This design comes from an exercise in tuning for small area, a short achievable clock period and few clock cycles per item on the open sky130 flow, not from production work.
The RTL was checked by simulation tests, not by an equivalence proof against the original design.
Power is estimated from default activity; no workload was simulated.

v10:
==> flow/design.v <==
module exec_unit (
  input  logic        clk,
  input  logic        reset,
  input  logic        valid_in,
  input  logic [3:0]  Aluop,
  input  logic [1:0]  SHTOp,
  input  logic [31:0] srca,
  input  logic [31:0] srcb,
  input  logic [4:0]  shamt,
  input  logic        shvar,
  input  logic        mfhi,
  input  logic        mflo,
  output logic [31:0] result,
  output logic        valid_out,
  output logic        overflow,
  output logic        busy,
  output logic [31:0] hi,
  output logic [31:0] lo
);
  localparam logic [3:0] OP_ADDU = 4'b0000;
  localparam logic [3:0] OP_ADD  = 4'b0001;
  localparam logic [3:0] OP_SUBU = 4'b0010;
  localparam logic [3:0] OP_SUB  = 4'b0011;
  localparam logic [3:0] OP_AND  = 4'b0100;
  localparam logic [3:0] OP_OR   = 4'b0101;
  localparam logic [3:0] OP_NOR  = 4'b0110;
  localparam logic [3:0] OP_XOR  = 4'b0111;
  localparam logic [3:0] OP_SLTU = 4'b1000;
  localparam logic [3:0] OP_SLT  = 4'b1001;
  localparam logic [3:0] OP_MULT = 4'b1010;
  localparam logic [3:0] OP_MULU = 4'b1011;
  localparam logic [3:0] OP_DIV  = 4'b1100;
  localparam logic [3:0] OP_DIVU = 4'b1101;
  localparam logic [3:0] OP_LUI  = 4'b1110;
  localparam logic [1:0] SH_SLL = 2'b01;
  localparam logic [1:0] SH_SRL = 2'b10;
  localparam logic [1:0] SH_SRA = 2'b11;
  typedef enum logic [2:0] {S_IDLE, S_MUL, S_DSET, S_DIV, S_FIX} state_t;
  state_t      r_state;
  logic [31:0] r_result;
  logic        r_valid_out;
  logic        r_overflow;
  logic        r_busy;
  logic [31:0] r_hi;
  logic [31:0] r_lo;
  logic        r_neg_q;      
  logic        r_neg_r;      
  logic [31:0] r_a;          
  logic [31:0] r_b;          
  logic [3:0]  r_dig;        
  logic [4:0]  r_cnt;        
  logic [4:0]  w_amt;
  logic        w_is_md;
  logic        w_md_signed;
  logic        w_b_zero;
  logic [31:0] w_result;
  logic        w_overflow;
  logic [2:0]  w_mdig;
  logic [31:0] w_bp;
  logic [31:0] w_nega;
  logic [31:0] w_negb;
  logic        w_fix;
  logic [31:0] w_absa;
  logic        w_sa;
  logic        w_sb;
  logic        w_sbp;
  logic        w_a_zero;
  assign w_amt       = shvar ? srca[4:0] : shamt;
  assign w_md_signed = !Aluop[0];
  assign w_b_zero    = (srcb == 32'd0);
  assign w_a_zero    = (srca == 32'd0);
  assign w_fix       = (r_state == S_FIX);
  assign w_nega      = 32'd0 - (w_fix ? r_hi : srca);
  assign w_negb      = 32'd0 - (w_fix ? r_lo : srcb);
  assign w_sa        = w_md_signed && srca[31];
  assign w_sb        = w_md_signed && srcb[31];
  assign w_absa      = w_sa ? w_nega : srca;
  assign w_sbp       = w_sa ? (!w_b_zero && !srcb[31]) : w_sb;
  assign w_bp        = w_sa ? w_negb : srcb;
  assign w_is_md     = !mfhi && !mflo && (SHTOp == 2'b00) &&
                       ((Aluop == OP_MULT) || (Aluop == OP_MULU) ||
                        (Aluop == OP_DIV)  || (Aluop == OP_DIVU));
  always_comb begin
    logic [31:0] m;
    logic        z, o, nz, fits;
    w_mdig = 3'd7;
    for (int n = 7; n >= 1; n--) begin
      m    = 32'hFFFF_FFFF << (4*n);
      z    = (srcb & m) == 32'd0;
      o    = (srcb & m) == m;
      nz   = (srcb & ~m) != 32'd0;
      if (!w_md_signed)  fits = z;
      else if (!srcb[31]) fits = z;
      else if (w_sa)      fits = o && nz;
      else                fits = o;
      if (fits) w_mdig = n - 1;
    end
  end
  logic        w_sub;
  logic [31:0] w_bx;
  logic [32:0] w_add;
  logic        w_lt_u;
  logic        w_lt_s;
  logic [31:0] w_sh_in;
  logic [32:0] w_sh_ext;
  logic [31:0] w_sh_out;
  logic [31:0] w_shift;
  logic        w_sel_hi, w_sel_lo, w_sel_sh, w_sel_alu;
  assign w_sub  = (Aluop == OP_SUBU) || (Aluop == OP_SUB) ||
                  (Aluop == OP_SLTU) || (Aluop == OP_SLT);
  assign w_bx   = w_sub ? ~srcb : srcb;
  assign w_add  = {1'b0, srca} + {1'b0, w_bx} + {32'd0, w_sub};
  assign w_lt_u = !w_add[32];
  assign w_lt_s = (srca[31] ^ srcb[31]) ? srca[31] : w_add[31];
  always_comb begin
    for (int i = 0; i < 32; i++)
      w_sh_in[i] = (SHTOp == SH_SLL) ? srcb[31 - i] : srcb[i];
  end
  assign w_sh_ext = {(SHTOp == SH_SRA) & srcb[31], w_sh_in};
  logic [32:0] w_sh_full;
  assign w_sh_full = $signed(w_sh_ext) >>> w_amt;
  assign w_sh_out  = w_sh_full[31:0];
  always_comb begin
    for (int i = 0; i < 32; i++)
      w_shift[i] = (SHTOp == SH_SLL) ? w_sh_out[31 - i] : w_sh_out[i];
  end
  assign w_sel_hi  = mfhi;
  assign w_sel_lo  = !mfhi && mflo;
  assign w_sel_sh  = !mfhi && !mflo && (SHTOp != 2'b00);
  assign w_sel_alu = !mfhi && !mflo && (SHTOp == 2'b00);
  logic [31:0] w_alu;
  always_comb begin
    case (Aluop)
      OP_ADDU, OP_ADD, OP_SUBU, OP_SUB: w_alu = w_add[31:0];
      OP_AND:  w_alu = srca & srcb;
      OP_OR:   w_alu = srca | srcb;
      OP_NOR:  w_alu = ~(srca | srcb);
      OP_XOR:  w_alu = srca ^ srcb;
      OP_SLTU: w_alu = {31'd0, w_lt_u};
      OP_SLT:  w_alu = {31'd0, w_lt_s};
      OP_LUI:  w_alu = {srcb[15:0], 16'h0000};
      default: w_alu = 32'd0;
    endcase
  end
  assign w_result = ({32{w_sel_hi}}  & r_hi)    |
                    ({32{w_sel_lo}}  & r_lo)    |
                    ({32{w_sel_sh}}  & w_shift) |
                    ({32{w_sel_alu}} & w_alu);
  assign w_overflow = w_sel_alu && ((Aluop == OP_ADD) || (Aluop == OP_SUB)) &&
                      (srca[31] == w_bx[31]) && (w_add[31] != srca[31]);
  function automatic logic [127:0] f_csa(input logic [63:0] x, input logic [63:0] y,
                                         input logic [63:0] z);
    f_csa = {((x & y) | (x & z) | (y & z)) << 1, x ^ y ^ z};
  endfunction
  logic [3:0]   w_dig;
  logic [63:0]  w_r0, w_r1, w_r2, w_r3, w_r4;
  logic [127:0] w_l1, w_l2, w_l3;
  logic [63:0]  w_mul_next;
  assign w_dig = r_dig;
  assign w_r0  = {r_hi[27:0], r_lo, 4'd0};
  assign w_r1  = {32'd0, r_a & {32{w_dig[0]}}};
  assign w_r2  = {31'd0, r_a & {32{w_dig[1]}}, 1'd0};
  assign w_r3  = {30'd0, r_a & {32{w_dig[2]}}, 2'd0};
  assign w_r4  = {29'd0, r_a & {32{w_dig[3]}}, 3'd0};
  assign w_l1  = f_csa(w_r1, w_r2, w_r3);
  assign w_l2  = f_csa(w_l1[63:0], w_l1[127:64], w_r4);
  assign w_l3  = f_csa(w_l2[63:0], w_l2[127:64], w_r0);
  logic [37:0] w_mul_low;
  assign w_mul_low  = {1'b0, w_l3[36:0]} + {1'b0, w_l3[100:64]};
  logic [26:0] w_mul_up1;
  assign w_mul_up1  = r_hi[27:1] + 27'd1;
  assign w_mul_next = {w_mul_low[37] ? w_mul_up1 : r_hi[27:1], w_mul_low[36:0]};
  function automatic logic [5:0] f_bitlen(input logic [31:0] x);
    f_bitlen = 6'd0;
    for (int i = 0; i < 32; i++)
      if (x[i]) f_bitlen = i + 1;
  endfunction
  logic [5:0]  w_la;
  logic [5:0]  w_lb;
  logic [5:0]  w_ldiff;
  assign w_la    = f_bitlen(r_hi);
  assign w_lb    = f_bitlen(r_b);
  assign w_ldiff = w_la - w_lb;
  logic [33:0] w_sub1;
  logic        w_q1;
  logic [31:0] w_rem1;
  logic [33:0] w_sub2;
  logic        w_q2;
  logic [31:0] w_rem2;
  assign w_sub1 = {2'b00, r_hi} - {1'b0, r_b, 1'b0};
  assign w_q1   = !w_sub1[33];
  assign w_rem1 = w_q1 ? w_sub1[31:0] : r_hi;
  assign w_sub2 = {2'b00, w_rem1} - {2'b00, r_b};
  assign w_q2   = !w_sub2[33];
  assign w_rem2 = w_q2 ? w_sub2[31:0] : w_rem1;
  always_ff @(posedge clk) begin
    r_result   <= w_result;
    r_overflow <= w_overflow;
  end
  always_ff @(posedge clk) begin
    r_valid_out <= 1'b0;
    case (r_state)
      S_IDLE: begin
        if (valid_in) begin
          if (w_is_md) begin
            r_neg_q <= w_sa ^ w_sb;
            r_neg_r <= w_sa;
            r_a     <= w_absa;
            if (Aluop[2]) begin
              r_b  <= w_sb ? w_negb : srcb;
              r_lo <= w_b_zero ? 32'hFFFF_FFFF : 32'd0;
              if (w_b_zero)
                r_hi <= srca;
              else
                r_hi <= w_absa;
              if (!w_b_zero) begin
                r_state <= S_DSET;
                r_busy  <= 1'b1;
              end
            end else begin
              r_b   <= w_bp;
              r_dig <= w_bp[4*w_mdig +: 4];
              if (w_sbp) begin
                r_hi <= {32{!w_a_zero}};
                r_lo <= w_sa ? srca : w_nega;
              end else begin
                r_hi <= 32'd0;
                r_lo <= 32'd0;
              end
              r_cnt <= {2'b00, w_mdig};
              if (!w_b_zero) begin
                r_state <= S_MUL;
                r_busy  <= 1'b1;
              end
            end
          end else begin
            r_valid_out <= 1'b1;
          end
        end
      end
      S_MUL: begin
        {r_hi, r_lo} <= w_mul_next;
        r_cnt <= r_cnt - 5'd1;
        r_dig <= r_b[4*(r_cnt[2:0] - 3'd1) +: 4];
        if (r_cnt[2:0] == 3'd0) begin
          r_state <= S_IDLE;
          r_busy  <= 1'b0;
        end
      end
      S_DSET: begin
        if (w_la < w_lb) begin
          if (r_neg_r) begin
            r_state <= S_FIX;
          end else begin
            r_state <= S_IDLE;
            r_busy  <= 1'b0;
          end
        end else begin
          r_b     <= r_b << {w_ldiff[4:1], 1'b0};
          r_cnt   <= {1'b0, w_ldiff[4:1]};
          r_state <= S_DIV;
        end
      end
      S_DIV: begin
        r_hi  <= w_rem2;
        r_lo  <= {r_lo[29:0], w_q1, w_q2};
        r_b   <= {2'b00, r_b[31:2]};
        r_cnt <= r_cnt - 5'd1;
        if (r_cnt == 5'd0) begin
          if (r_neg_q || r_neg_r) begin
            r_state <= S_FIX;
          end else begin
            r_state <= S_IDLE;
            r_busy  <= 1'b0;
          end
        end
      end
      S_FIX: begin
        if (r_neg_r) r_hi <= w_nega;
        if (r_neg_q) r_lo <= w_negb;
        r_state <= S_IDLE;
        r_busy  <= 1'b0;
      end
      default: begin
        r_state <= S_IDLE;
        r_busy  <= 1'b0;
      end
    endcase
    if (reset) begin
      r_state     <= S_IDLE;
      r_valid_out <= 1'b0;
      r_busy      <= 1'b0;
      r_hi        <= 32'd0;
      r_lo        <= 32'd0;
    end
  end
  assign result    = r_result;
  assign valid_out = r_valid_out;
  assign overflow  = r_overflow;
  assign busy      = r_busy;
  assign hi        = r_hi;
  assign lo        = r_lo;
endmodule
export LEC_CHECK = 0
export CAP_MARGIN = 20
export CORE_MARGIN = 2
export CORE_UTILIZATION = 40
export SETUP_SLACK_MARGIN = 2.5
export SLEW_MARGIN = 20
create_clock -name core_clock -period 8.0 [get_ports {clk}]
standard.sh (not shown) runs the stock make flow with config.mk's settings and CLKGATE_MAP_FILE= SYNTH_SCRIPT=/design/flow/synth_recipe.tcl, a recipe that flattens the netlist after the stock synthesis.
==> flow/flow/run.sh <==
#!/bin/bash
# The standard layout, with the ports buffered by sky130_fd_sc_hd__buf_2 rather
# than the cell buffer_ports picks by default (a clock delay buffer). The full
# output of the flow goes to flow_standard.log in this folder; ORFS's own
# per-step logs are under orfs/logs/.
set -euo pipefail
bash standard.sh "BUFFER_PORTS_ARGS=-buffer_cell sky130_fd_sc_hd__buf_2" finish > flow_standard.log 2>&1
Testbench counts of v10, summed over its fixed seeds: cycles 5,965, ops 3,216.
For v25, these inputs were changed with respect to v10:
--- a/flow/design.v
+++ b/flow/design.v
@@ -45,9 +45,9 @@
   logic [31:0] r_lo;
   logic        r_neg_q;      
   logic        r_neg_r;      
   logic [31:0] r_a;          
-  logic [31:0] r_b;          
+  logic [32:0] r_b;          
   logic [3:0]  r_dig;        
   logic [4:0]  r_cnt;        
   logic [4:0]  w_amt;
   logic        w_is_md;
@@ -58,9 +58,8 @@
   logic [2:0]  w_mdig;
   logic [31:0] w_bp;
   logic [31:0] w_nega;
   logic [31:0] w_negb;
-  logic        w_fix;
   logic [31:0] w_absa;
   logic        w_sa;
   logic        w_sb;
   logic        w_sbp;
@@ -68,11 +67,10 @@
   assign w_amt       = shvar ? srca[4:0] : shamt;
   assign w_md_signed = !Aluop[0];
   assign w_b_zero    = (srcb == 32'd0);
   assign w_a_zero    = (srca == 32'd0);
-  assign w_fix       = (r_state == S_FIX);
-  assign w_nega      = 32'd0 - (w_fix ? r_hi : srca);
-  assign w_negb      = 32'd0 - (w_fix ? r_lo : srcb);
+  assign w_nega      = 32'd0 - srca;
+  assign w_negb      = 32'd0 - srcb;
   assign w_sa        = w_md_signed && srca[31];
   assign w_sb        = w_md_signed && srcb[31];
   assign w_absa      = w_sa ? w_nega : srca;
   assign w_sbp       = w_sa ? (!w_b_zero && !srcb[31]) : w_sb;
@@ -178,20 +176,20 @@
   logic [5:0]  w_la;
   logic [5:0]  w_lb;
   logic [5:0]  w_ldiff;
   assign w_la    = f_bitlen(r_hi);
-  assign w_lb    = f_bitlen(r_b);
+  assign w_lb    = f_bitlen(r_b[31:0]);
   assign w_ldiff = w_la - w_lb;
   logic [33:0] w_sub1;
   logic        w_q1;
   logic [31:0] w_rem1;
   logic [33:0] w_sub2;
   logic        w_q2;
   logic [31:0] w_rem2;
-  assign w_sub1 = {2'b00, r_hi} - {1'b0, r_b, 1'b0};
+  assign w_sub1 = {2'b00, r_hi} - {1'b0, r_b};
   assign w_q1   = !w_sub1[33];
   assign w_rem1 = w_q1 ? w_sub1[31:0] : r_hi;
-  assign w_sub2 = {2'b00, w_rem1} - {2'b00, r_b};
+  assign w_sub2 = {2'b00, w_rem1} - {2'b00, r_b[32:1]};
   assign w_q2   = !w_sub2[33];
   assign w_rem2 = w_q2 ? w_sub2[31:0] : w_rem1;
   always_ff @(posedge clk) begin
     r_result   <= w_result;
@@ -206,9 +204,9 @@
             r_neg_q <= w_sa ^ w_sb;
             r_neg_r <= w_sa;
             r_a     <= w_absa;
             if (Aluop[2]) begin
-              r_b  <= w_sb ? w_negb : srcb;
+              r_b  <= {1'b0, w_sb ? w_negb : srcb};
               r_lo <= w_b_zero ? 32'hFFFF_FFFF : 32'd0;
               if (w_b_zero)
                 r_hi <= srca;
               else
@@ -217,9 +215,9 @@
                 r_state <= S_DSET;
                 r_busy  <= 1'b1;
               end
             end else begin
-              r_b   <= w_bp;
+              r_b   <= {1'b0, w_bp};
               r_dig <= w_bp[4*w_mdig +: 4];
               if (w_sbp) begin
                 r_hi <= {32{!w_a_zero}};
                 r_lo <= w_sa ? srca : w_nega;
@@ -255,17 +253,17 @@
             r_state <= S_IDLE;
             r_busy  <= 1'b0;
           end
         end else begin
-          r_b     <= r_b << {w_ldiff[4:1], 1'b0};
+          r_b     <= r_b << {w_ldiff[4:1], 1'b1};
           r_cnt   <= {1'b0, w_ldiff[4:1]};
           r_state <= S_DIV;
         end
       end
       S_DIV: begin
         r_hi  <= w_rem2;
         r_lo  <= {r_lo[29:0], w_q1, w_q2};
-        r_b   <= {2'b00, r_b[31:2]};
+        r_b   <= {2'b00, r_b[32:2]};
         r_cnt <= r_cnt - 5'd1;
         if (r_cnt == 5'd0) begin
           if (r_neg_q || r_neg_r) begin
             r_state <= S_FIX;
@@ -275,10 +273,10 @@
           end
         end
       end
       S_FIX: begin
-        if (r_neg_r) r_hi <= w_nega;
-        if (r_neg_q) r_lo <= w_negb;
+        if (r_neg_r) r_hi <= 32'd0 - r_hi;
+        if (r_neg_q) r_lo <= 32'd0 - r_lo;
         r_state <= S_IDLE;
         r_busy  <= 1'b0;
       end
       default: begin
==> comparison <==
Per the comparison of v25 with v10, switching fraction of total power dropped 6.3 points; total routing resource utilization after global routing shrank by 6.0 points; level count of the clock H-tree has remained practically unchanged; area fraction in and, or, nand and nor cells after synthesis dropped 1.3 points; die outline area decreased by 670 um^2 relative to the old numbers.
Testbench counts of v25, summed over its fixed seeds: cycles 5,965, ops 3,216.

## static timing again, ports no longer ideal
No port has a modelled driver above. Below, the same layouts with a new extraction and two added sets of constraints.
Step 1: set_driving_cell puts a clkbuf_16 on clk and a buf_2 on each other input, an assumption about the parent block.
Step 2 times the ports against the registers' clock, not the clock port: input delays grow and output delays shrink by t, the midpoint of the rising clock arrivals with the driver on.
Three values: no drivers, after step 1, after step 2; two values: the first two.
run	shift t [ns]	setup WS [ns]	hold WS [ns]	clock arrival spread, ns
v10	0.595	2.496 / 2.496 / 1.955	0.618 / 0.618 / 0.618	0.023 / 0.024
v25	0.568	2.405 / 2.405 / 1.966	0.508 / 0.508 / 0.508	0.027 / 0.027
After both steps every run listed still meets setup and hold. The setup slack of v10, which loses most, moves by 0.000 ns with the drivers and by -0.541 ns with both steps.
